From an optimization exercise on the open Yosys and OpenROAD flow, aimed at small area and a short achievable clock period; shortcuts taken in it are not production practice.
The RTL was checked by simulation tests, not by an equivalence proof against the original design.
No activity file was given, so power comes from the tool's default toggle rates.

<file path="config.mk">
export PLATFORM = sky130hd
export DESIGN_NAME = soccer_overlay
export DESIGN_NICKNAME = soccer_overlay
export VERILOG_FILES = /design/flow/design.v
export SDC_FILE = /design/flow/constraint.sdc
export NUM_CORES = 4
export LEC_CHECK = 0
export CAP_MARGIN = 20
export CORE_MARGIN = 2
export CORE_UTILIZATION = 65
export CTS_BUF_LIST = sky130_fd_sc_hd__clkbuf_8
export SLEW_MARGIN = 20
</file>
<file path="constraint.sdc">
create_clock -name core_clock -period 13.0 [get_ports {clk_i}]
set_input_delay 2.6000 -clock core_clock [delete_from_list [all_inputs] [get_ports {clk_i}]]
set_output_delay 2.6000 -clock core_clock [all_outputs]
set_load 0.01 [all_outputs]
</file>
<file path="design.v">
package soccer_pkg;
    typedef logic [23:0] rgb_t;
    typedef enum logic [1:0] {
        MATCH_KICKOFF = 2'd0,
        MATCH_PLAY    = 2'd1,
        MATCH_GOAL    = 2'd2
    } match_state_t;
    localparam int COORD_W = 12;
    localparam rgb_t SKY_BG     = 24'h070A12;
    localparam rgb_t GRASS_A    = 24'h0A5C1F;
    localparam rgb_t GRASS_B    = 24'h0D6A26;
    localparam rgb_t LINE_WHITE = 24'hF5F7FF;
    localparam rgb_t BALL_WHITE = 24'hF7F7F7;
    localparam rgb_t SCORE_BG   = 24'h0E1016;
    localparam rgb_t SCORE_FG   = 24'hECEFF4;
    localparam int PITCH_MARGIN = 16;
    localparam int BALL_R       = 4;
    localparam int GOAL_HALF    = 12;
    localparam int STRIPE_SHIFT = 3;
    localparam int DIGIT_SCALE  = 2;
    localparam int SB_LEFT      = 8;
    localparam int SB_GAP       = 3;
    localparam int SERVE_SPEED    = 2;
    localparam int KICKOFF_FRAMES = 4;
    localparam int GOAL_FRAMES    = 8;
endpackage
`timescale 1ns/1ps
module soccer_overlay #(
    parameter int H_ACTIVE = 1920,
    parameter int V_ACTIVE = 1080
) (
    input  logic             clk_i,
    input  logic             rst_i,
    input  logic             cen_i,
    input  logic             vid_sel_i,
    input  soccer_pkg::rgb_t vid_rgb_i,
    input  logic [1:0]       vh_blank_i,
    input  logic [2:0]       dvh_sync_i,
    output logic [2:0]       dvh_sync_o,
    output soccer_pkg::rgb_t vid_rgb_o
);
    localparam logic [2:0] C_SKY   = 3'd0;
    localparam logic [2:0] C_GRA   = 3'd1;
    localparam logic [2:0] C_GRB   = 3'd2;
    localparam logic [2:0] C_LINE  = 3'd3;
    localparam logic [2:0] C_BALL  = 3'd4;
    localparam logic [2:0] C_SBG   = 3'd5;
    localparam logic [2:0] C_SFG   = 3'd6;
    logic        de_i;
    logic        de_q;
    logic [10:0] nx_q;
    logic [10:0] py_q;
    logic        tick_q;
    logic        fall_q;
    logic        row0;
    assign de_i = dvh_sync_i[2];
    assign row0 = fall_q ? (py_q == 11'd1079) : (py_q == 11'd0);
    always_ff @(posedge clk_i) begin
        if (rst_i) begin
            de_q   <= 1'b0;
            tick_q <= 1'b0;
            fall_q <= 1'b0;
            nx_q   <= 11'd1;
            py_q <= '0;
        end else begin
            tick_q <= cen_i & de_i & ~de_q & row0;
            fall_q <= cen_i & ~de_i & de_q;
            if (fall_q) begin
                py_q <= (py_q == 11'd1079) ? 11'd0 : py_q + 1'b1;
            end
            if (cen_i) begin
            de_q <= de_i;
            if (!de_i) begin
                nx_q <= 11'd1;
            end else if (nx_q[10:7] != 4'b1111) begin
                nx_q <= nx_q + 1'b1;
            end
            end
        end
    end
    logic [3:0] ph_q;
    logic       odd_q;
    logic [3:0] half_q;
    logic [9:0] bc_q;
    logic [9:0] bc_next;
    logic       goal;
    assign bc_next = odd_q ? bc_q - 1'b1 : bc_q + 1'b1;
    assign goal    = odd_q ? (bc_q == 10'd8) : (bc_q == 10'd946);
    always_ff @(posedge clk_i) begin
        if (rst_i) begin
            ph_q   <= '0;
            odd_q  <= 1'b0;
            half_q <= '0;
            bc_q   <= 10'd477;
        end else if (tick_q) begin
            if (ph_q == 4'd4) begin
                bc_q <= bc_next;
                if (goal) begin
                    ph_q  <= 4'd8;
                    odd_q <= ~odd_q;
                    if (odd_q && half_q != 4'd9) begin
                        half_q <= half_q + 1'b1;
                    end
                end
            end else begin
                ph_q <= ph_q + 1'b1;
                if (ph_q == 4'd3) begin
                    bc_q <= bc_next;
                end
                if (ph_q == 4'd15) begin
                    bc_q <= 10'd477;
                end
            end
        end
    end
    function automatic logic [14:0] glyph(input logic [3:0] d);
        case (d)
            4'd0:    glyph = 15'b111_101_101_101_111;
            4'd1:    glyph = 15'b010_110_010_010_111;
            4'd2:    glyph = 15'b111_001_111_100_111;
            4'd3:    glyph = 15'b111_001_111_001_111;
            4'd4:    glyph = 15'b101_101_111_001_001;
            4'd5:    glyph = 15'b111_100_111_001_111;
            4'd6:    glyph = 15'b111_100_111_101_111;
            4'd7:    glyph = 15'b111_001_001_001_001;
            4'd8:    glyph = 15'b111_101_111_101_111;
            4'd9:    glyph = 15'b111_101_111_001_111;
            default: glyph = 15'b000_000_000_000_000;
        endcase
    endfunction
    logic [10:0] x;
    logic [10:0] y;
    logic        x_lo;
    logic        in_pitch;
    logic        on_line;
    logic        in_board;
    logic        ball_row;
    logic [2:0]  ball_r;
    logic        on_ball;
    logic        dig_a_x;
    logic        dig_b_x;
    logic        dig_y;
    logic [1:0]  gcol;
    logic [2:0]  grow_bits;
    logic        gpix;
    logic [3:0]  digit;
    logic [14:0] gbits;
    logic        lit;
    logic [2:0]  scene;
    always_comb begin
        x = nx_q;
        y = py_q;
        x_lo     = (x[10:6] == 5'd0);
        in_pitch = (x >= 11'd16) && (x <= 11'd1903) && (y >= 11'd16) && (y <= 11'd1063);
        on_line  = (x <= 11'd17) || (x >= 11'd1902) || (y <= 11'd17) || (y >= 11'd1062) ||
                   (x == 11'd959) || (x == 11'd960);
        in_board = x_lo && (x[5:0] >= 6'd8) && (x[5:0] <= 6'd33) &&
                   (y >= 11'd1067) && (y <= 11'd1078);
        ball_row = (y >= 11'd536) && (y <= 11'd544);
        case (y[3:0])
            4'd12:   ball_r = 3'd4;    
            4'd10,
            4'd11,
            4'd13,
            4'd14:   ball_r = 3'd3;
            4'd9,
            4'd15:   ball_r = 3'd2;
            default: ball_r = 3'd0;    
        endcase
        case (ball_r)
            3'd4:    on_ball = (wq_q != 4'd0);
            3'd3:    on_ball = (wq_q >= 4'd2) && (wq_q <= 4'd8);
            3'd2:    on_ball = (wq_q >= 4'd3) && (wq_q <= 4'd7);
            default: on_ball = (wq_q == 4'd5);
        endcase
        on_ball = on_ball && ball_row;
        dig_y   = (y >= 11'd1068) && (y <= 11'd1077);
        dig_a_x = x_lo && (x[5:0] >= 6'd12) && (x[5:0] <= 6'd17);
        dig_b_x = x_lo && (x[5:0] >= 6'd24) && (x[5:0] <= 6'd29);
        gcol    = dig_a_x ? 2'(x[2:1] + 2'd2) : x[2:1];
        digit   = (dig_a_x && odd_q && half_q != 4'd9) ? half_q + 1'b1 : half_q;
        gbits   = glyph(digit);
        case (y[4:1])
            4'd6:    grow_bits = gbits[14:12];
            4'd7:    grow_bits = gbits[11:9];
            4'd8:    grow_bits = gbits[8:6];
            4'd9:    grow_bits = gbits[5:3];
            default: grow_bits = gbits[2:0];
        endcase
        case (gcol)
            2'd0:    gpix = grow_bits[2];
            2'd1:    gpix = grow_bits[1];
            default: gpix = grow_bits[0];
        endcase
        lit     = (dig_a_x || dig_b_x) && dig_y && gpix;
        scene = C_SKY;
        if (in_pitch) begin
            scene = x[3] ? C_GRB : C_GRA;
            if (on_line) begin
                scene = C_LINE;
            end
        end
        if (on_ball) begin
            scene = C_BALL;
        end
        if (in_board) begin
            scene = lit ? C_SFG : C_SBG;
        end
    end
    logic [3:0] wq_q;
    always_ff @(posedge clk_i) begin
        if (rst_i) begin
            wq_q <= '0;
        end else if (cen_i) begin
            if (!de_i) begin
                wq_q <= '0;
            end else if (wq_q != 4'd0) begin
                wq_q <= (wq_q == 4'd9) ? 4'd0 : wq_q + 1'b1;
            end else if (nx_q == {bc_q, 1'b1}) begin
                wq_q <= 4'd1;
            end
        end
    end
    logic [2:0] code_q;
    always_ff @(posedge clk_i) begin
        if (rst_i) begin
            code_q <= C_SKY;
        end else if (cen_i) begin
            code_q <= de_i ? scene : C_SKY;
        end
    end
    soccer_pkg::rgb_t colour;
    always_comb begin
        case (code_q)
            C_GRA:   colour = soccer_pkg::GRASS_A;
            C_GRB:   colour = soccer_pkg::GRASS_B;
            C_LINE:  colour = soccer_pkg::LINE_WHITE;
            C_BALL:  colour = soccer_pkg::BALL_WHITE;
            C_SBG:   colour = soccer_pkg::SCORE_BG;
            C_SFG:   colour = soccer_pkg::SCORE_FG;
            default: colour = soccer_pkg::SKY_BG;
        endcase
    end
    always_ff @(posedge clk_i) begin
        if (rst_i) begin
            vid_rgb_o  <= soccer_pkg::SKY_BG;
            dvh_sync_o <= 3'b000;
        end else if (cen_i) begin
            vid_rgb_o  <= (vid_sel_i && de_i) ? colour : vid_rgb_i;
            dvh_sync_o <= dvh_sync_i;
        end
    end
endmodule
</file>
<file path="flow/run.sh">
#!/bin/bash
# The standard synthesis and layout, with three changes to how the layout
# is made: after the floorplan, OpenROAD's restructure re-maps the
# combinational logic for area (registers untouched); the ports get plain
# buffers instead of delay cells; and timing repair aims for 9.6 ns of
# setup slack. Each tool's output goes to a log file here.
set -euo pipefail
export BUFFER_PORTS_ARGS="-buffer_cell sky130_fd_sc_hd__buf_2"
export SETUP_SLACK_MARGIN=9.6
bash standard.sh synth > synth.log 2>&1
bash standard.sh floorplan > floorplan.log 2>&1
openroad -no_init -exit flow/restructure.tcl > restructure.log 2>&1
bash standard.sh > layout.log 2>&1
</file>
<file path="flow/restructure.tcl">
# Re-map the floorplan's combinational logic for area with OpenROAD's
# restructure (ABC), then write the floorplan back for placement.
set res orfs/results/sky130hd/soccer_overlay/base
set lib $::env(FLOW_HOME)/platforms/sky130hd/lib/sky130_fd_sc_hd__tt_025C_1v80.lib
read_liberty $lib
read_db $res/2_floorplan.odb
read_sdc $res/2_floorplan.sdc
source $::env(FLOW_HOME)/platforms/sky130hd/setRC.tcl
set_dont_use [list sky130_fd_sc_hd__probe_p_8 sky130_fd_sc_hd__probec_p_8 sky130_fd_sc_hd__lpflow_*]
report_design_area
file mkdir rmp
restructure -target area -liberty_file $lib \
  -tielo_port sky130_fd_sc_hd__conb_1/LO -tiehi_port sky130_fd_sc_hd__conb_1/HI \
  -work_dir rmp -abc_logfile rmp/abc.log
report_design_area
write_db $res/2_floorplan.odb
</file>
<file path="standard.sh">
#!/bin/bash
# synth_recipe.tcl (not shown) runs the flow's synth.tcl, then flattens the netlist and writes it again
# the make line also repeats each setting of config.mk as NAME=value (left out here)
make -C /OpenROAD-flow-scripts/flow DESIGN_CONFIG=/design/flow/config.mk WORK_HOME=/design/flow/orfs CLKGATE_MAP_FILE= SYNTH_SCRIPT=/design/flow/synth_recipe.tcl "${@:-finish}"
</file>
==> impl_metrics.py, run 1 <==
metrics = {
    "routing": {
        "drt_iter0_markers": 417,
        "routed_wl_mm": 13.9,
        "vias": 4804,
        "drt-pass1-iter-count": 6,
        "routedWlPerCell_um": 18.3,
        "drc_errors": 0,
        "detail-route-antenna-nets": 0,
        "viasPerCell": 6.30,
    },
    "global_routing": {
        "antenna_found_initial": 0,
        "grt_pass1_vias": 4358,
        "grt_max_degree": 43,
        "grt_pass1_wl_mm": 21.5,
        "grt_overflow": 0,
        "grtUsageTotal_pct": 31.1,
    },
    "critical_path": {
        "worstPathCellList": "buf_8 -> buf_12 -> clkinv_8 -> buf_12 -> a21oi_4 -> nand2b_1 -> nor3_2 -> inv_2 -> nor2_4 -> buf_6 -> buf_6 -> buf_6 -> buf_6 -> a211oi_2",
        "critPathSlowestCell": "nor3_2",
        "r2r-start": "nx_q[8]$_SDFFE_PP0P_",
        "r2r_end": "code_q[1]$_SDFFE_PP0P_",
        "endpoint_kind": "register",
        "reg2reg_depth": 18,
        "crit_family": "buffers and inverters",
        "critPathKind": "in -> reg",
        "crit_required_ns": 13.24,
        "cp_max_fo": 4,
        "start_kind": "input port",
        "path_common_cell": "buf_6",
        "crit_arrival_ns": 3.97,
        "reg2reg_slack_ns": 9.83,
        "crit_buf_inv": 9,
        "max_stage_delay_ns": 0.17,
    },
    "sta": {
        "holdWs_ns": 0.480,
        "fin_crit_sh_pct": 28.7,
        "hold_viol_final": 0,
        "fin_skew_ns": 0.0114,
        "relSlewSlack_pct": 37.4,
        "rsz0062_at_grt": "yes",
        "fmax_ghz": 0.268,
        "fin_crit_ns": 3.73,
        "slew_viol_final": 0,
        "fin_setup_tns_ns": 0,
        "worst_pin_slew_ns": 0.931,
        "setup_viol": 0,
    },
    "layout": {
        "final_nets": 690,
        "diodes": 0,
        "final_common_cell": "clkinv_1",
        "layout_common_cells": "clkinv_1 (77), nor2_1 (69), dfxtp_1 (46)",
        "drive_above_1_share_pct": 28.7,
        "synthToLayoutAreaGrowth_pct": 12.8,
    },
    "synth": {
        "ys_warn_count": 1,
        "synth_top_area_share_pct": 29.8,
        "synth_xor_area_share_pct": 6.44,
        "synthAdderAreaFrac_pct": 6.68,
        "syn_nets": 739,
        "synth_area_leaders": "dfxtp_1 (30%), ha_1 (6.3%), nor2_1 (6.1%)",
        "synth_edf_count": 0,
        "muxShareOfSynthArea_pct": 2.42,
        "ys_types": 70,
        "ys.flop_type": "dfxtp_1",
        "syn_area_per_cell_um2": 7.61,
        "synth_top_family_by_area": "simple AND/OR/NAND/NOR gates",
        "syn_area_um2": 5170,
        "synth_top_area_cell": "dfxtp_1",
        "synth-async-reset-ratio_pct": 0,
        "synthSimpleGateAreaFrac_pct": 29.1,
        "ys_seq_area_share_pct": 29.8,
        "synthCells": 679,
        "synth_compound_area_share_pct": 19.7,
        "ys_ff_latch": 77,
    },
    "clock_network": {
        "insertion_delay_ns": 0.35,
        "cts_hold_buf": 0,
        "clk_pin_slew_ns": 0.08,
        "cts_buffer_depth": 2,
        "cts_buffers": 9,
        "clock-sinks": 77,
        "ctsHtreeMaxLevel": 3,
        "root_buffer": "clkbuf_8",
        "cts_tree": "yes",
    },
    "floorplan": {
        "die_h_um": 93.2,
        "rows": 32,
        "die_w_um": 93.2,
        "dieArea_um2": 8680,
        "ios": 60,
        "start_util_pct": 66.9,
        "core_um2": 7730,
    },
    "hold_path": {
        "whs_path_depth": 2,
        "hold_class": "reg -> reg",
        "min_from": "py_q[7]$_SDFFE_PP0P_",
        "min_to": "py_q[7]$_SDFFE_PP0P_",
    },
    "outcome": {
        "status": "finished clean",
    },
    "placement": {
        "dpl.hpwl_mm": 8.23,
        "io_buffer_count": 57,
        "gp_congestion": 0.896,
    },
    "power_and_ir_drop": {
        "p_total_mw": 0.519,
        "vdd.ir_drop.worst_mv": 0.0553,
        "power_leakage_nw": 2.13,
        "p_per_area_nw_per_um2": 88.9,
    },
    "flow_run": {
        "drv_cap": 0,
    },
}
-- cells by family after synthesis --
kind of cell | Yosys count
compound gates | 160
buf+inv | 71
fa+ha+maj | 27
xor+xnor | 38
simple gates | 294
mux | 12
flops | 77
-- layer usage --
layer / global-route usage (%) / part of all wire, % / up-vias
li1: - / - / 2314
met1: 41.5 / 43 / 2277
met2: 50.2 / 49 / 194
met3: 6.61 / 6.6 / 19
met4: 10.0 / 1.4 / 0
met5: 0 / 0 / -
-- how the worst max path moves through the flow --
stage / depth (start not counted) / to / slack, ns / start
after floorplan: 8 / nx_q[9]$_SDFFE_PP0P_ / 9.36 / dvh_sync_i[2]
final: 14 / nx_q[7]$_SDFFE_PP0P_ / 9.27 / cen_i
after CTS: 14 / nx_q[10]$_SDFFE_PP0P_ / 9.12 / cen_i
after detailed placement: 8 / nx_q[4]$_SDFFE_PP0P_ / 7.92 / cen_i
after global placement: 8 / nx_q[4]$_SDFFE_PP0P_ / 8.00 / cen_i
after global routing: 14 / nx_q[10]$_SDFFE_PP0P_ / 9.21 / cen_i
-- where the power goes --
part | switching (mW) | total (mW) | internal (mW)
registers | 0.00614 | 0.249 | 0.243
logic | 0.0316 | 0.0671 | 0.0354
clock network | 0.0910 | 0.202 | 0.111
-- through the flow --
stage / area, µm² / cells / setup WS [ns] / utilization (%)
floorplan: 5280 / 679 / 9.36 / -
global placement: 4660 / 712 / 8.00 / 60.3
detailed placement: 4660 / 712 / 7.92 / 60.3
CTS: 5570 / 750 / 9.12 / 72.1
global route: 5830 / 763 / 9.21 / 75.5
finish: 5830 / 763 / 9.27 / 75.5
-- registers in the layout (all words and copies together), names as in the netlist --
| register | cells |
|---|---|
| bc_q | 10 |
| code_q | 3 |
| de_q | 1 |
| dvh_sync_o | 2 |
| fall_q | 1 |
| half_q | 4 |
| nx_q | 11 |
| odd_q | 1 |
| ph_q | 4 |
| py_q | 11 |
| tick_q | 1 |
| vid_rgb_o | 24 |
| wq_q | 4 |
-- cell type report --
class / count / area (µm²)
repair buffers: 96 / 905
clock inverters: 5 / 76.3
multi-input cells: 381 / 2600
inverters: 92 / 393
well taps: 102 / 128
fillers: 579 / 1900
clock buffers: 10 / 138
flip-flops and latches: 77 / 1590
-- what timing repair did --
item,in CTS,in global routing
resized for setup,121,45
endpoints found under the setup margin,84,50
gates cloned,3,0
pin swaps,8,10
setup buffers,20,13
-- synthesized netlist by cell type (4+ instances only) --
| master | count |
|---|---|
| a21oi_1 | 61 |
| mux2i_1 | 8 |
| or3_1 | 8 |
| and3_1 | 8 |
| nor2_1 | 84 |
| nand4_1 | 16 |
| ha_1 | 26 |
| nor3_1 | 26 |
| a31oi_1 | 4 |
| nand3_1 | 25 |
| xor2_1 | 17 |
| o22ai_1 | 5 |
| a211oi_1 | 4 |
| o211ai_1 | 5 |
| inv_1 | 17 |
| clkbuf_1 | 37 |
| nand2b_1 | 20 |
| nand2_1 | 54 |
| o21ai_1 | 10 |
| dfxtp_1 | 77 |
| o21bai_1 | 8 |
| or2_1 | 8 |
| nor2b_1 | 10 |
| o21a_1 | 5 |
| xnor2_1 | 21 |
| o21ai_0 | 19 |
| nor4_1 | 10 |
| a22oi_1 | 4 |
| o221ai_1 | 6 |
| inv_2 | 4 |
| buf_2 | 4 |
| nand3b_1 | 4 |
-- worst register-to-register path: cells and delay by family (launching register included) --
family	cells	cell delay [ns]
AOI/OAI and AO/OA	8	1.31
and+or+nand+nor	6	0.94
buffers and inverters	4	0.48
DFF	1	0.34
==> run 2, diff against run 1 <==
==> flow/run.sh (replaced) <==
#!/bin/bash
# The standard synthesis and layout, with three changes to how the layout
# is made: after the floorplan, OpenROAD's restructure re-maps the
# combinational logic for area (registers untouched); the ports get plain
# buffers instead of delay cells; and timing repair aims for 9.45 ns of
# setup slack. Each tool's output goes to a log file here.
set -euo pipefail
export BUFFER_PORTS_ARGS="-buffer_cell sky130_fd_sc_hd__buf_2"
export SETUP_SLACK_MARGIN=9.45
bash standard.sh synth > synth.log 2>&1
bash standard.sh floorplan > floorplan.log 2>&1
python3 flow/libfilter.py $FLOW_HOME/platforms/sky130hd/lib/sky130_fd_sc_hd__tt_025C_1v80.lib \
  rmp_cells.lib 'sky130_fd_sc_hd__lpflow_*' 'sky130_fd_sc_hd__probe*' > libfilter.log 2>&1
openroad -no_init -exit flow/restructure.tcl > restructure.log 2>&1
bash standard.sh > layout.log 2>&1
==> flow/libfilter.py (new file) <==
#!/usr/bin/env python3
"""Copy a liberty file without the cells whose names match the given patterns
(the platform's don't-use cells), so that restructure's ABC cannot pick them."""
import fnmatch
import re
import sys

src, dst, pats = sys.argv[1], sys.argv[2], sys.argv[3:]
text = open(src).read()
out = []
pos = 0
for m in re.finditer(r'\n\s*cell\s*\(\s*"?([\w]+)"?\s*\)\s*\{', text):
    if m.start() < pos:
        continue
    name = m.group(1)
    if not any(fnmatch.fnmatch(name, p) for p in pats):
        continue
    # find the matching closing brace of this cell group
    depth = 0
    i = m.end() - 1
    while True:
        c = text[i]
        if c == '{':
            depth += 1
        elif c == '}':
            depth -= 1
            if depth == 0:
                break
        i += 1
    out.append(text[pos:m.start()])
    pos = i + 1
out.append(text[pos:])
open(dst, 'w').write(''.join(out))
==> flow/restructure.tcl (replaced) <==
# Re-map the floorplan's combinational logic for area with OpenROAD's
# restructure (ABC), then write the floorplan back for placement. ABC maps
# to rmp_cells.lib, the platform library without its don't-use cells.
set res orfs/results/sky130hd/soccer_overlay/base
read_liberty $::env(FLOW_HOME)/platforms/sky130hd/lib/sky130_fd_sc_hd__tt_025C_1v80.lib
read_db $res/2_floorplan.odb
read_sdc $res/2_floorplan.sdc
source $::env(FLOW_HOME)/platforms/sky130hd/setRC.tcl
report_design_area
file mkdir rmp
restructure -target area -liberty_file rmp_cells.lib \
  -tielo_port sky130_fd_sc_hd__conb_1/LO -tiehi_port sky130_fd_sc_hd__conb_1/HI \
  -work_dir rmp -abc_logfile rmp/abc.log
report_design_area
write_db $res/2_floorplan.odb
==> run 2 against run 1 <==
Against the previous run: maximum frequency grew 3.3%; critical path type unchanged; synthesized area unchanged; clock skew grew 0.0012 ns; largest power group unchanged; cell area fell by 9.5%.
==> impl_metrics.py, run 2 <==
metrics = {
    "synth": {
        "synthCells": 679,
        "ys_seq_area_share_pct": 29.8,
        "synthSimpleGateAreaFrac_pct": 29.1,
        "syn_nets": 739,
        "synth_compound_area_share_pct": 19.7,
        "ys_ff_latch": 77,
        "synth_top_family_by_area": "simple AND/OR/NAND/NOR gates",
        "synthAdderAreaFrac_pct": 6.68,
        "synth_top_area_share_pct": 29.8,
        "synthMostInstantiatedCell": "nor2_1",
        "synth_top_area_cell": "dfxtp_1",
        "syn_area_per_cell_um2": 7.61,
        "ys_types": 70,
        "synth_area_leaders": "dfxtp_1 (30%), ha_1 (6.3%), nor2_1 (6.1%)",
        "synth_xor_area_share_pct": 6.44,
        "syn_area_um2": 5170,
        "synth_common_cells": "nor2_1 (84), dfxtp_1 (77), a21oi_1 (61), nand2_1 (54), clkbuf_1 (37)",
        "muxShareOfSynthArea_pct": 2.42,
        "ys.flop_type": "dfxtp_1",
        "ys_warn_count": 1,
        "synth_edf_count": 0,
        "synth-async-reset-ratio_pct": 0,
    },
    "critical_path": {
        "critPathKind": "in -> reg",
        "cp_max_fo": 3,
        "r2r-start": "py_q[1]$_SDFFE_PP0P_",
        "crit_arrival_ns": 3.91,
        "crit_family": "simple AND/OR/NAND/NOR gates",
        "crit_required_ns": 13.30,
        "max_stage_delay_ns": 0.18,
        "crit_buf_inv": 6,
        "worstPathCellList": "buf_16 -> clkinv_8 -> buf_12 -> a21oi_4 -> nand2b_1 -> nor3_2 -> inv_2 -> nor2_4 -> inv_4 -> nor2_4 -> inv_4 -> nor2_4 -> o21a_1",
        "path_common_cell": "nor2_4",
        "crit_path_start": "cen_i",
        "endpoint_kind": "register",
        "start_kind": "input port",
        "critPathSlowestCell": "nor3_2",
    },
    "placement": {
        "dpl.hpwl_mm": 8.03,
        "gp_congestion": 0.935,
        "pre_cts_ws_ns": 7.97,
        "io_buffer_count": 57,
    },
    "hold_path": {
        "min_from": "de_q$_SDFFE_PP0P_",
        "hold_class": "reg -> reg",
    },
    "power_and_ir_drop": {
        "power_leakage_nw": 1.92,
        "p_per_area_nw_per_um2": 90.5,
        "vdd.ir_drop.worst_mv": 0.0609,
        "p_total_mw": 0.477,
    },
    "global_routing": {
        "grt_max_degree": 43,
        "grt_pass1_wl_mm": 19.7,
        "antenna_found_initial": 0,
        "grt_overflow": 0,
        "grtUsageTotal_pct": 28.1,
        "grt_pass1_vias": 4029,
    },
    "layout": {
        "diodes": 0,
        "layout_common_cells": "clkinv_1 (80), dfxtp_1 (74), nor2_1 (72)",
        "multi_input_area_um2": 2510,
        "final_common_cell": "clkinv_1",
        "fillers": 670,
        "reg.largest.list": "vid_rgb_o x24, nx_q x11, py_q x11",
        "drive_above_1_share_pct": 20.5,
        "synthToLayoutAreaGrowth_pct": 2.08,
        "largest_register_ffs": 24,
        "regArea_um2": 1550,
        "regMostFlops": "vid_rgb_o",
        "final_nets": 668,
    },
    "routing": {
        "wl_met2_mm": 5.72,
        "vias": 4636,
        "wirelength_met1_mm": 5.69,
        "drt-pass1-iter-count": 6,
        "viasPerCell": 6.25,
        "drt_iter0_markers": 316,
        "met3_length_um": 812,
        "detail-route-antenna-nets": 0,
        "routed_wl_mm": 12.4,
        "drc_errors": 0,
        "routedWlPerCell_um": 16.7,
        "top_layer_used": "met4",
    },
    "sta": {
        "rsz0062_at_grt": "yes",
        "hold_viol_final": 0,
        "fin_setup_tns_ns": 0,
        "slew_viol_final": 0,
        "relSlewSlack_pct": 31.0,
        "fin_crit_sh_pct": 27.8,
        "setup_viol": 0,
        "fin_crit_ns": 3.61,
        "fmax_ghz": 0.277,
        "fin_skew_ns": 0.0127,
        "fin_ws_ns": 9.39,
        "worst_pin_slew_ns": 1.02,
    },
    "floorplan": {
        "die_h_um": 93.2,
        "ios": 60,
        "die_w_um": 93.2,
        "dieArea_um2": 8680,
        "start_util_pct": 66.9,
        "core_um2": 7730,
        "rows": 32,
    },
    "clock_network": {
        "root_buffer": "clkbuf_8",
        "cts_tree": "yes",
        "cts_buffers": 9,
        "cts_buffer_depth": 2,
        "insertion_delay_ns": 0.36,
        "ctsHtreeMaxLevel": 3,
        "clk_pin_slew_ns": 0.08,
        "clock-sinks": 77,
    },
    "flow_run": {
        "drv_cap": 0,
    },
    "outcome": {
        "status": "finished clean",
    },
}
-- run 2: through the flow --
step	instance area, µm²	instances	hold WS (ns)	util [%]
after floorplan	5210	679	0.439	-
after global placement	4660	712	0.458	60.3
after detailed placement	4660	712	0.462	60.3
after CTS	5160	739	0.485	66.8
after global routing	5280	742	0.503	68.3
final	5280	742	0.482	68.3
-- run 2: worst paths after layout --
path,end,slack (ns),depth (start not counted)
worst max register to register,py_q[10]$_SDFFE_PP0P_,9.78,18
worst min-delay path,fall_q$_SDFF_PP0_,0.48,2
worst min register to register,fall_q$_SDFF_PP0_,0.48,2
worst max-delay path,nx_q[10]$_SDFFE_PP0P_,9.39,13
-- run 2: per-layer routing --
metal  vias to the layer above  GRT usage [%]
met5                         -              0
met2                       194           44.5
met4                         0           7.23
li1                       2266              -
met1                      2160           39.9
met3                        16           4.92
-- run 2: tightest hold or removal path, delay by kind of cell, from the launching register on --
kind | cells | cell delay [ns]
flops | 1 | 0.34
buf+inv | 1 | 0.06
simple gates | 1 | 0.04
-- run 2: where the power goes --
part / total [mW] / switching (mW) / internal (mW)
logic: 0.0508 / 0.0268 / 0.0241
registers: 0.247 / 0.00483 / 0.242
clock network: 0.180 / 0.0920 / 0.0876
total: 0.477 / 0.124 / 0.354
-- run 2: cell families after synthesis --
| family | after synthesis |
|---|---|
| xor+xnor | 38 |
| simple gates | 294 |
| buf+inv | 71 |
| mux | 12 |
| flops | 77 |
| fa+ha+maj | 27 |
| compound gates | 160 |
-- run 2: layout make-up --
type,instances,area share [%]
Multi-Input combinational cell,381,47.6
Sequential cell,77,29.3
Timing Repair Buffer,74,9.96
Inverter,92,7.04
Tap cell,102,2.42
Clock buffer,9,2.35
Clock inverter,7,1.28
-- run 2: repair_timing --
action	CTS	global route
pin swaps	4	3
gates resized for setup	42	32
setup endpoints to repair	52	37
endpoints found under the hold margin	0	0
hold buffers	0	0
cloned	3	0
buffers inserted	8	3
==> run 3, diff against run 2 <==
--- a/flow/run.sh
+++ b/flow/run.sh
@@ -3,9 +3,9 @@
 # is made: after the floorplan, OpenROAD's restructure re-maps the
 # combinational logic for area (registers untouched); the ports get plain
-# buffers instead of delay cells; and timing repair aims for 9.45 ns of
+# buffers instead of delay cells; and timing repair aims for 9.8 ns of
 # setup slack. Each tool's output goes to a log file here.
 set -euo pipefail
 export BUFFER_PORTS_ARGS="-buffer_cell sky130_fd_sc_hd__buf_2"
-export SETUP_SLACK_MARGIN=9.45
+export SETUP_SLACK_MARGIN=9.8
 bash standard.sh synth > synth.log 2>&1
 bash standard.sh floorplan > floorplan.log 2>&1
==> run 3 against run 2 <==
Against the previous run: power grew 8.2%; via count up 11%; final cell count up 5.8%; clock skew up 0.0022 ns; non-clock buffer count increased by 41; count of clock-buffer cells in the layout grew 1; synthesized cell count is the same; clock power increased by 4%.
==> impl_metrics.py, run 3 <==
metrics = {
    "sta": {
        "fin_ws_ns": 9.37,
        "fin_crit_ns": 3.63,
        "hold_viol_final": 0,
        "worst_pin_slew_ns": 1.31,
        "fin_setup_tns_ns": 0,
        "fin_crit_sh_pct": 27.9,
        "relSlewSlack_pct": 11.9,
        "fmax_ghz": 0.276,
        "fin_skew_ns": 0.0149,
        "rsz0062_at_grt": "yes",
        "setup_viol": 0,
        "slew_viol_final": 0,
    },
    "critical_path": {
        "reg2reg_depth": 18,
        "critPathSlowestCell": "nor3_2",
        "crit_cells": 13,
        "r2r-start": "nx_q[7]$_SDFFE_PP0P_",
        "crit_buf_inv": 6,
        "crit_arrival_ns": 3.93,
        "reg2reg_slack_ns": 9.76,
        "crit_path_end": "nx_q[10]$_SDFFE_PP0P_",
        "worstPathCellList": "buf_16 -> clkinv_8 -> buf_12 -> a21oi_4 -> nand2b_1 -> nor3_2 -> clkinv_2 -> nor2_4 -> inv_4 -> nor2_4 -> inv_4 -> nor2_4 -> o21a_1",
        "start_kind": "input port",
        "crit_required_ns": 13.30,
        "r2r_end": "code_q[1]$_SDFFE_PP0P_",
        "crit_family": "simple AND/OR/NAND/NOR gates",
        "crit_path_start": "cen_i",
        "endpoint_kind": "register",
        "max_stage_delay_ns": 0.19,
        "critPathKind": "in -> reg",
        "path_common_cell": "nor2_4",
        "cp_max_fo": 3,
    },
    "routing": {
        "routed_wl_mm": 15.4,
        "viasPerCell": 6.54,
        "detail-route-antenna-nets": 0,
        "wl_met2_mm": 7.51,
        "drt-pass1-iter-count": 5,
        "top_layer_used": "met4",
        "wirelength_met1_mm": 6.15,
        "met3_length_mm": 1.19,
        "routedWlPerCell_um": 19.6,
        "drc_errors": 0,
        "drt_iter0_markers": 436,
        "vias": 5132,
    },
    "synth": {
        "synth_common_cells": "nor2_1 (84), dfxtp_1 (77), a21oi_1 (61), nand2_1 (54), clkbuf_1 (37)",
        "synth_top_area_cell": "dfxtp_1",
        "ys_ff_latch": 77,
        "synthCells": 679,
        "synth_top_family_by_area": "simple AND/OR/NAND/NOR gates",
        "synthSimpleGateAreaFrac_pct": 29.1,
        "syn_area_um2": 5170,
        "syn_area_per_cell_um2": 7.61,
        "synthMostInstantiatedCell": "nor2_1",
        "synth_area_leaders": "dfxtp_1 (30%), ha_1 (6.3%), nor2_1 (6.1%)",
        "synth_top_area_share_pct": 29.8,
        "syn_nets": 739,
        "ys_warn_count": 1,
        "synthAdderAreaFrac_pct": 6.68,
        "muxShareOfSynthArea_pct": 2.42,
        "ys_types": 70,
        "ys_seq_area_share_pct": 29.8,
        "ys.flop_type": "dfxtp_1",
        "synth_edf_count": 0,
        "synth_xor_area_share_pct": 6.44,
        "synth-async-reset-ratio_pct": 0,
        "synth_compound_area_share_pct": 19.7,
    },
    "clock_network": {
        "cts_hold_buf": 0,
        "clock-sinks": 77,
        "cts_buffer_depth": 2,
        "cts_tree": "yes",
        "ctsHtreeMaxLevel": 3,
        "cts_buffers": 9,
        "clk_pin_slew_ns": 0.08,
        "insertion_delay_ns": 0.36,
        "root_buffer": "clkbuf_8",
    },
    "floorplan": {
        "die_w_um": 93.2,
        "ios": 60,
        "dieArea_um2": 8680,
        "core_um2": 7730,
        "die_h_um": 93.2,
        "rows": 32,
        "start_util_pct": 66.9,
    },
    "hold_path": {
        "hold_class": "reg -> reg",
        "whs_path_depth": 2,
    },
    "layout": {
        "fillers": 509,
        "reg.largest.list": "vid_rgb_o x24, nx_q x11, py_q x11",
        "regMostFlops": "vid_rgb_o",
        "fin_area_um2": 6230,
        "synthToLayoutAreaGrowth_pct": 20.4,
        "diodes": 0,
        "drive_above_1_share_pct": 35.0,
        "largest_register_ffs": 24,
        "final-instance-count-excl-fill": 785,
        "final_common_cell": "clkinv_1",
        "fin_util_pct": 80.6,
        "layout_common_cells": "clkinv_1 (72), nor2_1 (65), dfxtp_1 (46)",
        "final_nets": 711,
    },
    "placement": {
        "placed_area_um2": 4660,
        "gp_congestion": 0.931,
        "dpl.cell_count": 712,
        "io_buffer_count": 57,
        "dpl.hpwl_mm": 8.27,
        "pre_cts_ws_ns": 7.94,
    },
    "global_routing": {
        "grt_pass1_wl_mm": 22.3,
        "grt_pass1_vias": 4449,
        "grt_overflow": 0,
        "antenna_found_initial": 0,
        "grtUsageTotal_pct": 32.3,
        "grt_max_degree": 26,
    },
    "flow_run": {
        "drv_cap": 0,
    },
    "power_and_ir_drop": {
        "vdd.ir_drop.worst_mv": 0.0533,
        "power_leakage_nw": 2.31,
        "p_per_area_nw_per_um2": 83.0,
    },
    "outcome": {
        "status": "finished clean",
    },
}
## run 3: metal layers
layer | vias to the layer above | global-route usage [%]
met5 | - | 0
met4 | 0 | 13.2
met3 | 50 | 5.40
met2 | 293 | 53.4
met1 | 2427 | 42.0
li1 | 2362 | -
## run 3: cell type report
class	instances	area, µm²	share of cell area, %
clock buffers	10	138	2.21
repair inverters	2	17.5	0.281
inverters	92	427	6.85
repair buffers	115	1140	18.3
well taps	102	128	2.05
multi-input cells	381	2730	43.8
clock inverters	6	63.8	1.02
flip-flops and latches	77	1590	25.5
## run 3: how the worst min path moves through the flow
stage                                     from              endpoint  slack [ns]
after global routing      py_q[7]$_SDFFE_PP0P_  py_q[7]$_SDFFE_PP0P_        0.53
after CTS                 py_q[7]$_SDFFE_PP0P_  py_q[7]$_SDFFE_PP0P_        0.49
after floorplan              de_q$_SDFFE_PP0P_     tick_q$_SDFF_PP0_        0.44
after detailed placement     de_q$_SDFFE_PP0P_     fall_q$_SDFF_PP0_        0.46
after global placement       de_q$_SDFFE_PP0P_     fall_q$_SDFF_PP0_        0.46
final                     py_q[8]$_SDFFE_PP0P_  py_q[8]$_SDFFE_PP0P_        0.50
## run 3: cell families (layout without fill, tap and decap cells)
| kind of cell | count (synthesis) | count (layout) |
|---|---|---|
| fa+ha+maj | 27 | 0 |
| simple gates | 294 | 164 |
| mux | 12 | 0 |
| buf+inv | 71 | 225 |
| compound gates | 160 | 217 |
| xor+xnor | 38 | 0 |
| flops | 77 | 77 |
## run 3: through the flow
stage	hold WS, ns	power, mW
CTS	0.487	0.505
floorplan	0.436	0.286
detailed placement	0.459	0.293
finish	0.496	0.517
global route	0.533	0.532
global placement	0.456	0.292
## run 3: tightest hold or removal path: cells and delay by family, from the launching register on
kind | cells | cell delay, ns
DFF | 1 | 0.31
buffers and inverters | 1 | 0.06
AOI/OAI and AO/OA | 1 | 0.08
## run 3: power by group
group	switching, mW	total (mW)	internal (mW)
logic	0.0361	0.0787	0.0426
clock network	0.0945	0.188	0.0936
registers	0.00670	0.250	0.243
## run 3: repair_timing
action / 4_1_cts / 5_1_grt
hold endpoints to repair: 0 / 0
setup endpoints to repair: 93 / 67
pin swaps: 12 / 35
buffers inserted: 25 / 26
cloned: 5 / 1
resized for setup: 149 / 80
==> run 4, diff against run 3 <==
--- a/flow/run.sh
+++ b/flow/run.sh
@@ -3,9 +3,9 @@
 # is made: after the floorplan, OpenROAD's restructure re-maps the
 # combinational logic for area (registers untouched); the ports get plain
-# buffers instead of delay cells; and timing repair aims for 9.8 ns of
+# buffers instead of delay cells; and timing repair aims for 9.3 ns of
 # setup slack. Each tool's output goes to a log file here.
 set -euo pipefail
 export BUFFER_PORTS_ARGS="-buffer_cell sky130_fd_sc_hd__buf_2"
-export SETUP_SLACK_MARGIN=9.8
+export SETUP_SLACK_MARGIN=9.3
 bash standard.sh synth > synth.log 2>&1
 bash standard.sh floorplan > floorplan.log 2>&1
--- a/config.mk
+++ b/config.mk
@@ -10,3 +10,5 @@
 export CORE_UTILIZATION = 65
 export CTS_BUF_LIST = sky130_fd_sc_hd__clkbuf_8
+export CTS_CLUSTER_DIAMETER = 300
+export CTS_CLUSTER_SIZE = 40
 export SLEW_MARGIN = 20
==> run 4 against run 3 <==
Against the previous run: via count is 9.6% lower; synthesized area did not move; non-clock buffer count fell by 41; first-iteration DRC count fell by 24%; critical endpoint unchanged; register-to-register slack about the same; count of clock-buffer cells in the layout shrank 1; wire length is 20% lower; flip-flop and latch count unchanged; die area stayed put; maximum frequency increased by 0.54%; highest routed layer unchanged.
==> impl_metrics.py, run 4 <==
metrics = {
    "placement": {
        "dpl.hpwl_mm": 8.03,
        "io_buffer_count": 57,
        "placed_area_um2": 4660,
        "gp_congestion": 0.935,
    },
    "synth": {
        "synth_top_area_cell": "dfxtp_1",
        "ys_seq_area_share_pct": 29.8,
        "synth_top_area_share_pct": 29.8,
        "syn_area_um2": 5170,
        "synth_edf_count": 0,
        "ys_warn_count": 1,
        "ys_ff_latch": 77,
        "synthCells": 679,
        "synth_area_leaders": "dfxtp_1 (30%), ha_1 (6.3%), nor2_1 (6.1%)",
        "synth_common_cells": "nor2_1 (84), dfxtp_1 (77), a21oi_1 (61), nand2_1 (54), clkbuf_1 (37)",
        "synth-async-reset-ratio_pct": 0,
        "synthMostInstantiatedCell": "nor2_1",
        "syn_nets": 739,
        "ys_types": 70,
        "ys.flop_type": "dfxtp_1",
        "syn_area_per_cell_um2": 7.61,
    },
    "critical_path": {
        "crit_cells": 13,
        "reg2reg_depth": 17,
        "critPathSlowestCell": "nor3_2",
        "reg2reg_slack_ns": 9.76,
        "critPathKind": "in -> reg",
        "r2r-start": "nx_q[8]$_SDFFE_PP0P_",
        "r2r_end": "code_q[0]$_SDFFE_PP0P_",
        "cp_max_fo": 3,
        "start_kind": "input port",
        "endpoint_kind": "register",
        "crit_required_ns": 13.30,
        "max_stage_delay_ns": 0.18,
        "path_common_cell": "nor2_4",
        "crit_family": "simple AND/OR/NAND/NOR gates",
        "worstPathCellList": "buf_16 -> clkinv_8 -> buf_12 -> a21oi_4 -> nand2b_1 -> nor3_2 -> inv_2 -> nor2_4 -> inv_4 -> nor2_4 -> inv_4 -> nor2_4 -> o21a_1",
        "crit_arrival_ns": 3.91,
        "crit_buf_inv": 6,
    },
    "global_routing": {
        "grtUsageTotal_pct": 28.1,
        "antenna_found_initial": 0,
        "grt_pass1_wl_mm": 19.7,
        "grt_pass1_vias": 4009,
        "grt_overflow": 0,
        "grt_max_degree": 43,
    },
    "clock_network": {
        "clk_pin_slew_ns": 0.08,
        "cts_buffer_depth": 2,
        "cts_buffers": 9,
        "ctsHtreeMaxLevel": 3,
        "insertion_delay_ns": 0.36,
        "cts_tree": "yes",
        "clock-sinks": 77,
        "root_buffer": "clkbuf_8",
    },
    "hold_path": {
        "min_to": "fall_q$_SDFF_PP0_",
        "hold_class": "reg -> reg",
        "whs_path_depth": 2,
        "min_from": "de_q$_SDFFE_PP0P_",
    },
    "power_and_ir_drop": {
        "vdd.ir_drop.worst_mv": 0.0606,
        "power_leakage_nw": 1.90,
        "p_per_area_nw_per_um2": 91.5,
    },
    "routing": {
        "viasPerCell": 6.25,
        "detail-route-antenna-nets": 0,
        "drt_iter0_markers": 332,
        "drt-pass1-iter-count": 5,
        "routed_wl_mm": 12.3,
        "routedWlPerCell_um": 16.5,
        "drc_errors": 0,
        "vias": 4639,
    },
    "sta": {
        "fin_setup_tns_ns": 0,
        "fin_skew_ns": 0.0155,
        "relSlewSlack_pct": 38.2,
        "slew_viol_final": 0,
        "rsz0062_at_grt": "no",
        "worst_pin_slew_ns": 0.919,
        "fin_crit_sh_pct": 27.8,
        "hold_viol_final": 0,
        "fin_crit_ns": 3.61,
        "fmax_ghz": 0.277,
        "setup_viol": 0,
    },
    "floorplan": {
        "start_util_pct": 66.9,
        "core_um2": 7730,
        "rows": 32,
        "ios": 60,
        "die_h_um": 93.2,
        "die_w_um": 93.2,
        "dieArea_um2": 8680,
    },
    "layout": {
        "regMostFlops": "vid_rgb_o",
        "drive_above_1_share_pct": 18.9,
        "fin_util_pct": 67.6,
        "final_common_cell": "clkinv_1",
        "largest_register_ffs": 24,
        "fin_area_um2": 5220,
        "diodes": 0,
        "synthToLayoutAreaGrowth_pct": 0.992,
        "final_nets": 668,
        "layout_common_cells": "clkinv_1 (82), dfxtp_1 (74), nor2_1 (74)",
        "reg.largest.list": "vid_rgb_o x24, nx_q x11, py_q x11",
    },
    "flow_run": {
        "drv_cap": 0,
    },
    "outcome": {
        "status": "finished clean",
    },
}
run 4: per-stage QoR:
step	setup slack (ns)	std cells	hold WS [ns]	total power, mW
CTS	9.23	738	0.475	0.478
finish	9.39	742	0.473	0.478
detailed placement	7.97	712	0.462	0.293
global placement	8.04	712	0.458	0.292
floorplan	9.31	679	0.439	0.279
global route	9.29	742	0.492	0.493
run 4: logic make-up (layout without fill, tap and decap cells):
family	count (synthesis)	after routing	share of synthesized area, %
mux	12	0	2.42
fa+ha+maj	27	0	6.68
simple gates	294	164	29.1
flops	77	77	29.8
buf+inv	71	182	5.83
xor+xnor	38	0	6.44
compound gates	160	217	19.7
run 4: layer usage:
layer  GRT usage, %  routed length (µm)
met1           40.3                5770
met2           44.3                5640
met3           4.83                 712
met4           6.86                 146
met5              0                   0
run 4: how the worst max path moves through the flow:
| stage | slack (ns) | to | from |
|---|---|---|---|
| after floorplan | 9.31 | nx_q[9]$_SDFFE_PP0P_ | dvh_sync_i[2] |
| after global routing | 9.29 | py_q[10]$_SDFFE_PP0P_ | py_q[1]$_SDFFE_PP0P_ |
| after global placement | 8.04 | vid_rgb_o[6]$_SDFFE_PP0P_ | dvh_sync_i[2] |
| final | 9.39 | nx_q[10]$_SDFFE_PP0P_ | cen_i |
| after CTS | 9.23 | nx_q[10]$_SDFFE_PP0P_ | cen_i |
| after detailed placement | 7.97 | nx_q[9]$_SDFFE_PP0P_ | cen_i |
run 4: power breakdown:
| part | internal [mW] | total [mW] | switching, mW |
|---|---|---|---|
| clock | 0.0877 | 0.181 | 0.0932 |
| combinational | 0.0235 | 0.0495 | 0.0260 |
| sequential | 0.242 | 0.247 | 0.00470 |
run 4: repair_timing:
item,4_1_cts,5_1_grt
hold buffers,0,0
buffers inserted,7,4
cloned,3,0
resized for setup,30,29
setup endpoints to repair,43,29
hold endpoints to repair,0,0
pin swaps,4,2
run 4: cell type report:
type,instances,area [µm²]
Fill cell,682,2510
Multi-Input combinational cell,381,2460
Sequential cell,77,1550
Timing Repair Buffer,74,526
Inverter,92,373
Tap cell,102,128
Clock buffer,9,124
Clock inverter,7,67.6
run 4: worst register-to-register path: stages, from the launching register on:
cell,delay (ns)
dfxtp_1,0.34
clkinv_1,0.16
nand3_1,0.12
nor3_2,0.16
nand2_1,0.15
nor3_2,0.17
clkinv_1,0.18
nor2_1,0.16
clkinv_1,0.14
o21ai_2,0.27
inv_2,0.13
nor2b_2,0.19
nor2_1,0.09
o21a_1,0.20
o2111ai_1,0.09
o2111ai_1,0.14
a211oi_1,0.31
o32ai_1,0.14
==> run 5, diff against run 4 <==
--- a/config.mk
+++ b/config.mk
@@ -10,5 +10,3 @@
 export CORE_UTILIZATION = 65
 export CTS_BUF_LIST = sky130_fd_sc_hd__clkbuf_8
-export CTS_CLUSTER_DIAMETER = 300
-export CTS_CLUSTER_SIZE = 40
 export SLEW_MARGIN = 20
==> run 5 against run 4 <==
Against the previous run: still clean; count of clock-buffer cells in the layout did not move; first-iteration DRC count did not move; register-to-register slack barely moved; synthesized cell count did not move; combinational power barely moved; flip-flop and latch count did not move; critical endpoint unchanged.
==> impl_metrics.py, run 5 <==
metrics = {
    "outcome": {
        "status": "finished clean",
    },
    "power_and_ir_drop": {
        "vdd.ir_drop.worst_mv": 0.0606,
        "p_int_mw": 0.354,
        "switchingPower_mw": 0.124,
        "p_total_mw": 0.478,
        "p_per_area_nw_per_um2": 91.5,
        "p_comb_share_pct": 10.4,
        "p_seq_share_pct": 51.8,
        "pwr-share-clk_pct": 37.9,
        "switching_share_pct": 25.9,
        "power_leakage_nw": 1.90,
    },
    "clock_network": {
        "cts_buffer_depth": 2,
        "root_buffer": "clkbuf_8",
        "ctsHtreeMaxLevel": 3,
        "cts_buffers": 9,
        "cts_tree": "yes",
        "clk_pin_slew_ns": 0.08,
        "clock-sinks": 77,
        "insertion_delay_ns": 0.36,
    },
    "floorplan": {
        "ios": 60,
        "die_w_um": 93.2,
        "core_um2": 7730,
        "die_h_um": 93.2,
        "dieArea_um2": 8680,
        "rows": 32,
        "start_util_pct": 66.9,
    },
    "sta": {
        "fin_crit_sh_pct": 27.8,
        "fin_skew_ns": 0.0155,
        "hold_viol_final": 0,
        "rsz0062_at_grt": "no",
        "fmax_ghz": 0.277,
        "relSlewSlack_pct": 38.2,
        "fin_crit_ns": 3.61,
        "setup_viol": 0,
        "worst_pin_slew_ns": 0.919,
        "slew_viol_final": 0,
        "fin_setup_tns_ns": 0,
    },
    "global_routing": {
        "grtUsageTotal_pct": 28.1,
        "antenna_found_initial": 0,
        "grt_pass1_wl_mm": 19.7,
        "grt_max_degree": 43,
        "grt_overflow": 0,
        "grt_pass1_vias": 4009,
    },
    "critical_path": {
        "critPathSlowestCell": "nor3_2",
        "crit_family": "simple AND/OR/NAND/NOR gates",
        "crit_arrival_ns": 3.91,
        "reg2reg_slack_ns": 9.76,
        "r2r-start": "nx_q[8]$_SDFFE_PP0P_",
        "start_kind": "input port",
        "endpoint_kind": "register",
        "r2r_end": "code_q[0]$_SDFFE_PP0P_",
        "worstPathCellList": "buf_16 -> clkinv_8 -> buf_12 -> a21oi_4 -> nand2b_1 -> nor3_2 -> inv_2 -> nor2_4 -> inv_4 -> nor2_4 -> inv_4 -> nor2_4 -> o21a_1",
        "max_stage_delay_ns": 0.18,
        "crit_required_ns": 13.30,
        "cp_max_fo": 3,
        "path_common_cell": "nor2_4",
        "critPathKind": "in -> reg",
        "crit_buf_inv": 6,
        "reg2reg_depth": 17,
    },
    "synth": {
        "synth_top_area_cell": "dfxtp_1",
        "ys_warn_count": 1,
        "synth_top_area_share_pct": 29.8,
        "synth_common_cells": "nor2_1 (84), dfxtp_1 (77), a21oi_1 (61), nand2_1 (54), clkbuf_1 (37)",
        "syn_area_per_cell_um2": 7.61,
        "ys_ff_latch": 77,
        "synth-async-reset-ratio_pct": 0,
        "syn_nets": 739,
        "synth_area_leaders": "dfxtp_1 (30%), ha_1 (6.3%), nor2_1 (6.1%)",
        "synth_edf_count": 0,
        "syn_area_um2": 5170,
        "synthMostInstantiatedCell": "nor2_1",
        "synthCells": 679,
        "ys_seq_area_share_pct": 29.8,
        "ys.flop_type": "dfxtp_1",
        "ys_types": 70,
    },
    "layout": {
        "final_common_cell": "clkinv_1",
        "layout_common_cells": "clkinv_1 (82), dfxtp_1 (74), nor2_1 (74)",
        "diodes": 0,
        "final-instance-count-excl-fill": 742,
        "multi_input_area_um2": 2460,
        "synthToLayoutAreaGrowth_pct": 0.992,
        "reg.largest.list": "vid_rgb_o x24, nx_q x11, py_q x11",
        "fillers": 682,
        "drive_above_1_share_pct": 18.9,
        "fin_util_pct": 67.6,
        "regArea_um2": 1550,
        "fin_area_um2": 5220,
        "regMostFlops": "vid_rgb_o",
        "largest_register_ffs": 24,
        "final_nets": 668,
    },
    "routing": {
        "routed_wl_mm": 12.3,
        "drt-pass1-iter-count": 5,
        "drt_iter0_markers": 332,
        "routedWlPerCell_um": 16.5,
        "met3_length_um": 712,
        "wl_met2_mm": 5.64,
        "vias": 4639,
        "detail-route-antenna-nets": 0,
        "drc_errors": 0,
        "wirelength_met1_mm": 5.77,
        "viasPerCell": 6.25,
        "top_layer_used": "met4",
    },
    "hold_path": {
        "whs_path_depth": 2,
        "hold_class": "reg -> reg",
        "min_to": "fall_q$_SDFF_PP0_",
        "min_from": "de_q$_SDFFE_PP0P_",
    },
    "flow_run": {
        "drv_cap": 0,
    },
    "placement": {
        "dpl.cell_count": 712,
        "dpl.hpwl_mm": 8.03,
        "placed_area_um2": 4660,
        "gp_congestion": 0.935,
        "io_buffer_count": 57,
    },
}
[run 5: cell counts in the layout (fill, tap and decap cells not counted)]
Identical to the previous run, type by type.
[run 5: repair_timing]
| item | in CTS | in global routing |
|---|---|---|
| resized for setup | 30 | 29 |
| endpoints found under the hold margin | 0 | 0 |
| endpoints found under the setup margin | 43 | 29 |
| hold buffers | 0 | 0 |
| gates cloned | 3 | 0 |
| buffers inserted | 7 | 4 |
| pin swaps | 4 | 2 |
[run 5: how the worst max path moves through the flow]
stage                     cells after the start                 start                         to  slack (ns)
after floorplan                               8         dvh_sync_i[2]       nx_q[9]$_SDFFE_PP0P_        9.31
after CTS                                    13                 cen_i      nx_q[10]$_SDFFE_PP0P_        9.23
after detailed placement                     13                 cen_i       nx_q[9]$_SDFFE_PP0P_        7.97
after global routing                         18  py_q[1]$_SDFFE_PP0P_      py_q[10]$_SDFFE_PP0P_        9.29
after global placement                        6         dvh_sync_i[2]  vid_rgb_o[6]$_SDFFE_PP0P_        8.04
final                                        13                 cen_i      nx_q[10]$_SDFFE_PP0P_        9.39
[run 5: cell families after synthesis]
| family | Yosys count | synth area share (%) |
|---|---|---|
| xor gates and xnor gates | 38 | 6.44 |
| AOI/OAI and AO/OA | 160 | 19.7 |
| adders and majority gates | 27 | 6.68 |
| buffers and inverters | 71 | 5.83 |
| and+or+nand+nor | 294 | 29.1 |
| DFF | 77 | 29.8 |
| muxes | 12 | 2.42 |
[run 5: tightest hold or removal path: cells and delay by family (launching register included)]
kind	cells	cell delay, ns
flip-flops	1	0.34
buffers and inverters	1	0.06
AND/OR/NAND/NOR	1	0.04
[run 5: stage by stage]
| step | hold slack [ns] | setup WS (ns) |
|---|---|---|
| after detailed placement | 0.462 | 7.97 |
| after global placement | 0.458 | 8.04 |
| after floorplan | 0.439 | 9.31 |
| after global routing | 0.492 | 9.29 |
| final | 0.473 | 9.39 |
| after CTS | 0.475 | 9.23 |
[run 5: power by group through the flow]
stage               sequential [mW]  combinational, mW  clock (mW)
floorplan                     0.254             0.0250           0
CTS                           0.247             0.0481       0.183
global route                  0.248             0.0535       0.191
detailed placement            0.253             0.0401           0
global placement              0.252             0.0395           0
finish                        0.247             0.0495       0.181
[run 5: final cells by class]
class,instances,area share (%)
Timing Repair Buffer,74,10.1
Inverter,92,7.14
Clock inverter,7,1.29
Multi-Input combinational cell,381,47.1
Sequential cell,77,29.6
Clock buffer,9,2.37
Tap cell,102,2.44
[run 5: per-layer routing]
metal / vias up / track usage [%]
li1: 2275 / -
met3: 13 / 4.83
met2: 169 / 44.3
met4: 0 / 6.86
met5: - / 0
met1: 2182 / 40.3
==> run 6, diff against run 5 <==
--- a/flow/run.sh
+++ b/flow/run.sh
@@ -6,5 +6,5 @@
 # setup slack. Each tool's output goes to a log file here.
 set -euo pipefail
-export BUFFER_PORTS_ARGS="-buffer_cell sky130_fd_sc_hd__buf_2"
+export BUFFER_PORTS_ARGS="-buffer_cell sky130_fd_sc_hd__buf_1"
 export SETUP_SLACK_MARGIN=9.3
 bash standard.sh synth > synth.log 2>&1
==> run 6 against run 5 <==
Against the previous run: count of clock-buffer cells in the layout up 1; synthesized area stayed put; worst hold slack improved by 0.0062 ns; combinational power hardly changed; wire length increased by 2.7%; clock power up 18%; via count rose by 0.47%; critical path depth increased by 1; die area is the same.
==> impl_metrics.py, run 6 <==
metrics = {
    "outcome": {
        "status": "finished clean",
    },
    "routing": {
        "drc_errors": 0,
        "vias": 4661,
        "routed_wl_mm": 12.6,
        "routedWlPerCell_um": 16.8,
        "detail-route-antenna-nets": 0,
        "drt-pass1-iter-count": 6,
        "viasPerCell": 6.21,
        "drt_iter0_markers": 336,
    },
    "floorplan": {
        "die_w_um": 93.2,
        "die_h_um": 93.2,
        "core_um2": 7730,
        "ios": 60,
        "rows": 32,
        "start_util_pct": 66.9,
        "dieArea_um2": 8680,
    },
    "critical_path": {
        "crit_buf_inv": 9,
        "crit_required_ns": 13.23,
        "cp_max_fo": 3,
        "endpoint_kind": "register",
        "path_common_cell": "buf_6",
        "crit_arrival_ns": 3.92,
        "crit_family": "buffers and inverters",
        "critPathSlowestCell": "a21oi_4",
        "worstPathCellList": "buf_8 -> buf_12 -> clkinv_8 -> buf_12 -> a21oi_4 -> nand2b_4 -> nor3_4 -> inv_2 -> nor2_4 -> buf_4 -> buf_6 -> buf_6 -> buf_6 -> a211oi_2",
        "start_kind": "input port",
        "max_stage_delay_ns": 0.15,
        "critPathKind": "in -> reg",
    },
    "synth": {
        "syn_area_per_cell_um2": 7.61,
        "synth_top_family_by_area": "simple AND/OR/NAND/NOR gates",
        "synth_edf_count": 0,
        "synthCells": 679,
        "ys_warn_count": 1,
        "ys_seq_area_share_pct": 29.8,
        "synthMostInstantiatedCell": "nor2_1",
        "synthSimpleGateAreaFrac_pct": 29.1,
        "synth_top_area_cell": "dfxtp_1",
        "ys.flop_type": "dfxtp_1",
        "synth_compound_area_share_pct": 19.7,
        "muxShareOfSynthArea_pct": 2.42,
        "synth-async-reset-ratio_pct": 0,
        "synth_area_leaders": "dfxtp_1 (30%), ha_1 (6.3%), nor2_1 (6.1%)",
        "synth_top_area_share_pct": 29.8,
        "synth_common_cells": "nor2_1 (84), dfxtp_1 (77), a21oi_1 (61), nand2_1 (54), clkbuf_1 (37)",
        "syn_nets": 739,
        "synth_xor_area_share_pct": 6.44,
        "syn_area_um2": 5170,
        "ys_ff_latch": 77,
        "synthAdderAreaFrac_pct": 6.68,
        "ys_types": 70,
    },
    "power_and_ir_drop": {
        "p_seq_share_pct": 48.6,
        "power_leakage_nw": 1.83,
        "p_int_mw": 0.380,
        "switching_share_pct": 25.4,
        "p_comb_share_pct": 9.7,
        "p_per_area_nw_per_um2": 95.9,
        "vdd.ir_drop.worst_mv": 0.0731,
        "switchingPower_mw": 0.129,
        "pwr-share-clk_pct": 41.7,
    },
    "placement": {
        "io_buffer_count": 57,
        "gp_congestion": 0.919,
        "dpl.cell_count": 714,
        "dpl.hpwl_mm": 8.14,
    },
    "sta": {
        "slew_viol_final": 0,
        "fin_setup_tns_ns": 0,
        "fin_crit_sh_pct": 28.3,
        "rsz0062_at_grt": "yes",
        "fmax_ghz": 0.272,
        "setup_viol": 0,
        "fin_skew_ns": 0.0126,
        "hold_viol_final": 0,
        "relSlewSlack_pct": 39.1,
        "worst_pin_slew_ns": 0.906,
        "fin_crit_ns": 3.68,
    },
    "hold_path": {
        "hold_class": "reg -> reg",
    },
    "global_routing": {
        "antenna_found_initial": 0,
        "grt_overflow": 0,
        "grt_pass1_vias": 4184,
        "grt_pass1_wl_mm": 20.1,
        "grtUsageTotal_pct": 28.7,
        "grt_max_degree": 43,
    },
    "clock_network": {
        "clk_pin_slew_ns": 0.09,
        "insertion_delay_ns": 0.35,
        "clock-sinks": 77,
        "root_buffer": "clkbuf_8",
        "cts_tree": "yes",
        "cts_buffer_depth": 2,
        "cts_buffers": 9,
        "ctsHtreeMaxLevel": 3,
    },
    "layout": {
        "final-instance-count-excl-fill": 751,
        "final_nets": 677,
        "largest_register_ffs": 24,
        "diodes": 0,
        "regMostFlops": "vid_rgb_o",
        "reg.largest.list": "vid_rgb_o x24, nx_q x11, py_q x11",
        "layout_common_cells": "clkinv_1 (82), dfxtp_1 (75), nor2_1 (73)",
        "drive_above_1_share_pct": 12.6,
        "final_common_cell": "clkinv_1",
        "synthToLayoutAreaGrowth_pct": 2.66,
    },
    "flow_run": {
        "drv_cap": 0,
    },
}
[run 6: cell counts after synthesis]
No cell type changed its count.
[run 6: final cells by class]
cell class / instances / area [µm²]
Multi-Input combinational cell: 381 / 2500
Fill cell: 690 / 2420
Sequential cell: 77 / 1540
Timing Repair Buffer: 83 / 533
Inverter: 92 / 374
Clock buffer: 10 / 138
Tap cell: 102 / 128
Clock inverter: 6 / 93.8
[run 6: power by group through the flow]
stage	Combinational [mW]	Sequential (mW)	Clock [mW]
floorplan	0.0250	0.254	0
global placement	0.0373	0.252	0
detailed placement	0.0379	0.253	0
CTS	0.0480	0.247	0.216
global route	0.0533	0.248	0.226
finish	0.0493	0.247	0.213
[run 6: path summary, 6_finish.rpt]
check,from,end,slack (ns),depth (start not counted)
worst max-delay path,cen_i,nx_q[7]$_SDFFE_PP0P_,9.32,14
worst min-delay path,de_q$_SDFFE_PP0P_,fall_q$_SDFF_PP0_,0.48,2
worst max register to register,nx_q[8]$_SDFFE_PP0P_,code_q[1]$_SDFFE_PP0P_,9.58,15
worst min register to register,de_q$_SDFFE_PP0P_,fall_q$_SDFF_PP0_,0.48,2
[run 6: kinds of logic after synthesis]
logic type	after synthesis
muxes	12
and+or+nand+nor	294
xor gates and xnor gates	38
DFF	77
buffers and inverters	71
AOI/OAI and AO/OA	160
adders and majority gates	27
[run 6: routing by layer]
layer	wire length (µm)	up-vias	global-route usage [%]
li1	-	2293	-
met1	5740	2153	40.5
met2	5800	194	45.5
met4	178	0	8.21
met3	888	21	4.35
met5	0	-	0
[run 6: what timing repair did]
action	4_1_cts	5_1_grt
hold buffers	0	0
pin swaps	8	5
endpoints found under the setup margin	40	27
gates resized for setup	43	28
buffers inserted	17	1
cloned	3	0
[run 6: worst reg2reg max path: stages (launching register included)]
cell and delay (ns):
dfxtp_1 0.35, clkinv_1 0.16, nand3_1 0.09, nor3_1 0.23
nand2_1 0.20, nor3_2 0.18, clkinv_1 0.17, nor2_1 0.16
clkinv_1 0.14, o21ai_2 0.25, clkinv_1 0.24, a2111oi_1 0.45
a31o_1 0.17, o2111ai_1 0.15, a211oi_2 0.27, o211a_1 0.19
[run 6: through the flow]
stage / util (%) / power, mW / area [µm²] / worst slack [ns] / hold WS, ns
finish: 68.7 / 0.509 / 5310 / 9.32 / 0.479
global route: 68.7 / 0.527 / 5310 / 9.22 / 0.513
CTS: 67.4 / 0.511 / 5210 / 9.10 / 0.480
detailed placement: 59.6 / 0.291 / 4610 / 7.92 / 0.457
global placement: 59.6 / 0.290 / 4610 / 7.94 / 0.458
floorplan: - / 0.279 / 5170 / 9.31 / 0.439

what the ideal ports hide:
In the flow no input, the clock included, has a driving cell. The finished layouts below were timed again as built, in two steps.
Step 1 sets driving cells, clkbuf_16 on the clock port and buf_2 on the other inputs (assumed; they add their load-dependent delay and slew).
Step 2 also shifts input and output timing later by t, the mid clock arrival at the registers, as if the neighbouring blocks saw the same clock.
a / b / c = ideal / step 1 / step 2; a / b = the first two.
run	t (ns)	slack for setup (ns)	hold slack, ns	worst setup path after step 2	pins driven straight from the clock port
run 1	0.382	9.274 / 9.255 / 8.873	0.480 / 0.480 / 0.480	input to register	1
run 2	0.385	9.392 / 9.288 / 8.903	0.482 / 0.482 / 0.482	input to register	1
run 3	0.389	9.373 / 9.260 / 8.872	0.496 / 0.496 / 0.496	input to register	1
run 4	0.388	9.392 / 9.286 / 8.898	0.473 / 0.473 / 0.473	input to register	1
run 5	0.388	9.392 / 9.286 / 8.898	0.473 / 0.473 / 0.473	input to register	1
run 6	0.380	9.319 / 9.290 / 8.910	0.479 / 0.479 / 0.479	input to register	1
After both steps every run listed still meets setup and hold. For run 3, which loses most, drivers alone change the setup slack by -0.113 ns; drivers and shift together by -0.501 ns.
